Context: an optimization exercise on an open-source flow, tuned for small area, a short achievable clock period and few clock cycles per item. The choices shown serve that exercise and are no tape-out recipe. Function was checked by simulation only, so behaviour that the tests miss may differ from the original. Power figures rest on the tool's default switching activity, not on a simulated workload.

==> flow/design.v (outline; a module is shown in full before it is edited, if it fits) <==
// module wcsg_csr: 70 lines
// module wcsg_div_stage: 161 lines
// module wcsg_fade_rom: 2077 lines
// module wcsg_scale_rom: 35 lines
// module wcsg_step_rom: 189 lines
// module wcsg_serializer: 102 lines
// module wheel_color_strip_generator_top: 215 lines
module wheel_color_strip_generator_top
(
   input  logic        clock,
   input  logic        reset,
   input  logic        req_tvalid,
   output logic        req_tready,
   input  logic [63:0] req_tdata,    
   output logic        rsp_tvalid,
   input  logic        rsp_tready,
   output logic [31:0] rsp_tdata,    
   output logic        rsp_tlast,    
   input  logic        csr_psel,
   input  logic        csr_penable,
   input  logic        csr_pwrite,
   input  logic [4:0]  csr_paddr,
   input  logic [31:0] csr_pwdata,
   output logic [31:0] csr_prdata,
   output logic        csr_pready
);
  // ...
==> flow/run.sh <==
#!/bin/bash
# synth_recipe.tcl (not shown) runs the flow's synth.tcl, then flattens the netlist and writes it again
# the make line also repeats each setting of config.mk as NAME=value (left out here)
make -C /OpenROAD-flow-scripts/flow DESIGN_CONFIG=/design/flow/config.mk WORK_HOME=/design/flow/orfs CLKGATE_MAP_FILE= SYNTH_SCRIPT=/design/flow/synth_recipe.tcl finish
==> flow/config.mk <==
export PLATFORM = sky130hd
export DESIGN_NAME = wheel_color_strip_generator_top
export DESIGN_NICKNAME = wheel_color_strip_generator_top
export VERILOG_FILES = /design/flow/design.v
export SDC_FILE = /design/flow/constraint.sdc
export NUM_CORES = 4
export LEC_CHECK = 0
export CAP_MARGIN = 20
export CORE_MARGIN = 2
export CORE_UTILIZATION = 55
export CTS_BUF_LIST = sky130_fd_sc_hd__clkbuf_8
export CTS_CLUSTER_SIZE = 30
export SLEW_MARGIN = 60
export SYNTH_MEMORY_MAX_BITS = 16384
==> flow/constraint.sdc <==
create_clock -name core_clock -period 22.0 [get_ports {clock}]
set_input_delay 4.4000 -clock core_clock [delete_from_list [all_inputs] [get_ports {clock}]]
set_output_delay 4.4000 -clock core_clock [all_outputs]
set_load 0.01 [all_outputs]
==> impl_metrics.env, run 1 <==
export IMPL_critical_path_arrival_ns=6.35
export IMPL_cp_depth=5
export IMPL_slowest_delay_ns=0.77
export IMPL_p_sw_mw=3.04
export IMPL_wl_met1_um=45900
export IMPL_root_buffer="clkbuf_8"
export IMPL_grt_max_degree=131
export IMPL_cts_made_buffers=60
export IMPL_use_met1=0.429
export IMPL_startpoint="csr_paddr[4]"
export IMPL_antenna_cells=1
export IMPL_drc_errors=0
export IMPL_synth_xor_area_frac=0.0395
export IMPL_power_frac_seq=0.165
export IMPL_crit_end="csr_prdata[7]"
export IMPL_status="timing/DRC/antenna clean"
export IMPL_post_cts_buffers=0
export IMPL_largestClassByArea="multi-input combinational cells"
export IMPL_vias=30498
export IMPL_numSequentialCells=329
export IMPL_min_from="u_ser.region_ff[1]"
export IMPL_power_clock_uw=647
export IMPL_busiest_layer="met2"
export IMPL_ant_nets=0
export IMPL_path_cells="clkdlybuf4s50_1, and2_1, a221oi_1, a21oi_1, clkdlybuf4s50_1"
export IMPL_r2r_start="m_qf_ff[1]"
export IMPL_holdPathStages=0
export IMPL_hold_buffers=0
export IMPL_synthAdderAreaFrac=0.214
export IMPL_met2_length_um=45900
export IMPL_place_hpwl_um=77600
export IMPL_placed_area_sq_mm=0.0377
export IMPL_yosysUniqueCellTypes=103
export IMPL_drt_initial_drc_count=2828
export IMPL_crit_buf_inv=2
export IMPL_critical_path_class="in -> out"
export IMPL_clk_share=0.0339
export IMPL_wl_met3_um=9350
export IMPL_port_buffers=119
export IMPL_finalNonFillerCells=5028
export IMPL_internal_power_mw=3.02
export IMPL_cp_top_family="buffers and inverters"
export IMPL_fin_util=0.608
Testbench counts, summed over its fixed seeds: cycles 19,520, items 3,072.
==> inputs of run 2 (changes only) <==
--- a/flow/config.mk
+++ b/flow/config.mk
@@ -9,4 +9,4 @@
 export CORE_MARGIN = 2
-export CORE_UTILIZATION = 55
-export CTS_BUF_LIST = sky130_fd_sc_hd__clkbuf_8
+export CORE_UTILIZATION = 50
+export CTS_BUF_LIST = sky130_fd_sc_hd__clkbuf_4
 export CTS_CLUSTER_SIZE = 30
==> run 2 against run 1 <==
Die area up 9.8%. Maximum frequency down 3.6%. Final cell count up 3.1%. Wire length up 7.3%. Non-clock buffer count up 8. Design area up 0.45%. Global-route usage down 0.75 points. Combinational power up 0.9%. Critical path depth up 2. Critical path type unchanged. Critical endpoint is now csr_prdata[1].
==> impl_metrics.env, run 2 <==
export IMPL_yosys_warnings=5
export IMPL_internal_power_mw=2.98
export IMPL_routedWlPerCell_um=21.6
export IMPL_drive_above_1_share=0.106
export IMPL_place_hpwl_um=83000
export IMPL_clk_pin_slew_worst_paths_ns=0.07
export IMPL_core_area_sq_mm=0.0704
export IMPL_cts_path_max_buffers=3
export IMPL_post_place_ws_ns=10.89
export IMPL_cts_tree="yes"
export IMPL_final_cell_mix="366 x nor2_1, 364 x inv_1, 319 x ha_1"
export IMPL_fin_ws_ns=10.85
export IMPL_ys_seq_elements=329
export IMPL_finalSetupTns_ns=0
export IMPL_ant_nets=0
export IMPL_gp_congestion=0.975
export IMPL_p_sw_mw=3.07
export IMPL_drt_initial_drc_count=2738
export IMPL_relSlewSlack=0.568
export IMPL_root_buffer="clkbuf_4"
export IMPL_p_per_area_mw_per_mm2=154
export IMPL_vias=30763
export IMPL_worstSetupEndpointType="output pin"
export IMPL_yosysUniqueCellTypes=103
export IMPL_stdcell_area_sq_mm=0.0393
export IMPL_placed_area_sq_mm=0.0379
export IMPL_cp_required_ns=17.60
export IMPL_hold_buffers=0
export IMPL_status="timing/DRC/antenna clean"
export IMPL_cts_resized=0
export IMPL_hold_viol_final=0
export IMPL_htreeDepth=3
export IMPL_synth_edff_count=238
export IMPL_synthAdderAreaFrac=0.214
export IMPL_grt_setup_unrepaired="no"
export IMPL_post_cts_buffers=0
export IMPL_die_y_um=271
export IMPL_grt_overflow_total=0
export IMPL_num_rows=97
export IMPL_port_buffers=119
export IMPL_firstDrtPassIters=6
export IMPL_grt_first_pass_wirelength_um=175000
export IMPL_ys_dominant_reg_cell="edfxtp_1"
export IMPL_initial_core_util=0.507
export IMPL_critical_path_class="in -> out"
export IMPL_switching_share=0.507
export IMPL_max_freq_mhz=89.7
export IMPL_p_clk_frac=0.100
export IMPL_grt_max_degree=108
export IMPL_drv_cap=0
export IMPL_drc_errors=0
export IMPL_ir_drop_mv=0.147
export IMPL_cts_made_buffers=96
export IMPL_power_frac_seq=0.166
export IMPL_p_comb_frac=0.734
export IMPL_grt_pass1_vias=30535
export IMPL_fin_util=0.558
export IMPL_start_kind="input pin"
export IMPL_die_area_sq_mm=0.0735
export IMPL_reg_top3="u_div.af_ff x30, u_div.aw_ff x30"
export IMPL_final_max_slew_violation_count=0
export IMPL_layout_commonest_cell="nor2_1"
export IMPL_grt_use_total=0.304
export IMPL_min_period_over_period=0.507
export IMPL_syn_inst=4081
export IMPL_syn_avg_cell_area_sq_um=8.74
export IMPL_setup_viol=0
export IMPL_ys_top_cells_by_area="edfxtp_1 20%, ha_1 11%, fa_1 9.9%"
export IMPL_synth_xor_area_frac=0.0395
export IMPL_leakagePower_nw=16.7
export IMPL_fin_worst_skew_ns=0.103
export IMPL_worst_pin_slew_ns=0.647
export IMPL_antenna_found_initial=5
export IMPL_yosysTopAreaCell="edfxtp_1"
export IMPL_critical_path_arrival_ns=6.75
export IMPL_ys_seq_area_frac=0.251
export IMPL_synth_compound_area_frac=0.188
export IMPL_power_mw=6.06
export IMPL_hold_path_class="reg -> reg"
export IMPL_yosysMostFrequentCell="nor2_1"
export IMPL_io_pins=176
export IMPL_async_reset_ff_frac=0
export IMPL_synth_commonest_cells="378 x nor2_1, 367 x inv_1, 327 x ha_1, 312 x nand2_1, 296 x a21oi_1"
export IMPL_synth_mux_area_frac=0.0824
export IMPL_synth_top_area_share=0.200
export IMPL_period_needed_ns=11.15
export IMPL_clock_sinks=329
export IMPL_syn_area_sq_mm=0.0357
export IMPL_routed_wl_um=112000
export IMPL_die_w_um=271
export IMPL_area_delta_synth_final_pct=10.2
export IMPL_synthSimpleGateAreaFrac=0.155
export IMPL_nets=4776
export IMPL_viasPerCell=5.93
export IMPL_synth_top_family_by_area="adder cells"
export IMPL_worstPathMaxFanout=25
export IMPL_clkLatencyLatePin_ns=0.90
[run 2: cell counts after synthesis]
No cell type changed its count.
[run 2: per-stage QoR]
stage,hold WS (ns),std cells
floorplan,0.400,4115
global placement,0.443,4987
detailed placement,0.449,4998
CTS,0.457,5174
global route,0.456,5184
finish,0.455,5186
[run 2: routing by layer]
| metal | wire length (um) | vias to the layer above | GRT usage |
|---|---|---|---|
| li1 | - | 14533 | - |
| met1 | 48200 | 14726 | 0.411 |
| met2 | 50800 | 1226 | 0.482 |
| met3 | 9170 | 276 | 0.0638 |
| met4 | 3860 | 2 | 0.106 |
| met5 | 8 | - | 0 |
[run 2: area by class of cell]
class                      instances  area (sq um)
inverter                         374          1410
fill                            6574         31100
clock buffer                     142          1070
multi-input combinational       3167         24600
antenna                            4          10.0
timing repair buffer             196          1880
clock inverter                    34           189
sequential                       329          8970
tap                              940          1180
[run 2: cell families after synthesis]
| kind of cell | Yosys count |
|---|---|
| AOI/OAI and AO/OA | 1021 |
| xor gates and xnor gates | 159 |
| adders and majority gates | 504 |
| buffers and inverters | 619 |
| DFF | 329 |
| muxes | 276 |
| other | 2 |
| and+or+nand+nor | 1171 |
[run 2: path summary, 6_finish.rpt]
check                                    from  slack (ns)  depth (start not counted)            end
worst max-delay path             csr_paddr[2]       10.85                          7  csr_prdata[1]
worst min-delay path            u_csr.ps_zero        0.45                          2  u_csr.ps_zero
worst max register to register     m_qf_ff[2]       12.27                         36     acc_ff[16]
worst min register to register  u_csr.ps_zero        0.45                          2  u_csr.ps_zero
[run 2: power by group through the flow]
stage | sequential (mW) | combinational (mW) | clock (mW)
after floorplan | 0.980 | 3.17 | 0
after global placement | 1.04 | 4.25 | 0
after detailed placement | 1.02 | 4.33 | 0
after CTS | 1.01 | 4.35 | 0.623
after global routing | 1.02 | 4.87 | 0.654
final | 1.00 | 4.45 | 0.606
[run 2: worst max-delay path, stage by stage]
cell             delay, ns
clkdlybuf4s50_1       0.46
buf_4                 0.35
mux2i_1               0.40
nor2_1                0.09
a211oi_1              0.29
a21oi_1               0.17
clkdlybuf4s50_1       0.55

## port drivers added, routing unchanged
How much do the figures lean on ideal ports? The routed layouts below were timed once more, with nothing changed but the port constraints.
Step 1, drivers: a clkbuf_16 drives clock and a buf_2 each remaining input, both assumed.
Step 2, shift: input delay + t, output delay - t, t = (earliest + latest rising clock arrival at the registers) / 2. This alone moves slack from input paths to output paths.
a / b / c = ideal / step 1 / step 2; a / b = the first two.
run	shift t [ns]	setup slack, ns	clock arrival spread, ns	worst slew at a driven data input, ns	cell pins on the clock port's net
run 1	0.751	11.250 / 11.210 / 11.210	0.053 / 0.054	0.08	1
run 2	0.908	10.848 / 10.819 / 10.819	0.103 / 0.103	0.11	1
After both steps setup and hold are still met in every run listed. For run 1, which loses most, drivers alone change the setup slack by -0.040 ns; drivers and shift together by -0.040 ns.
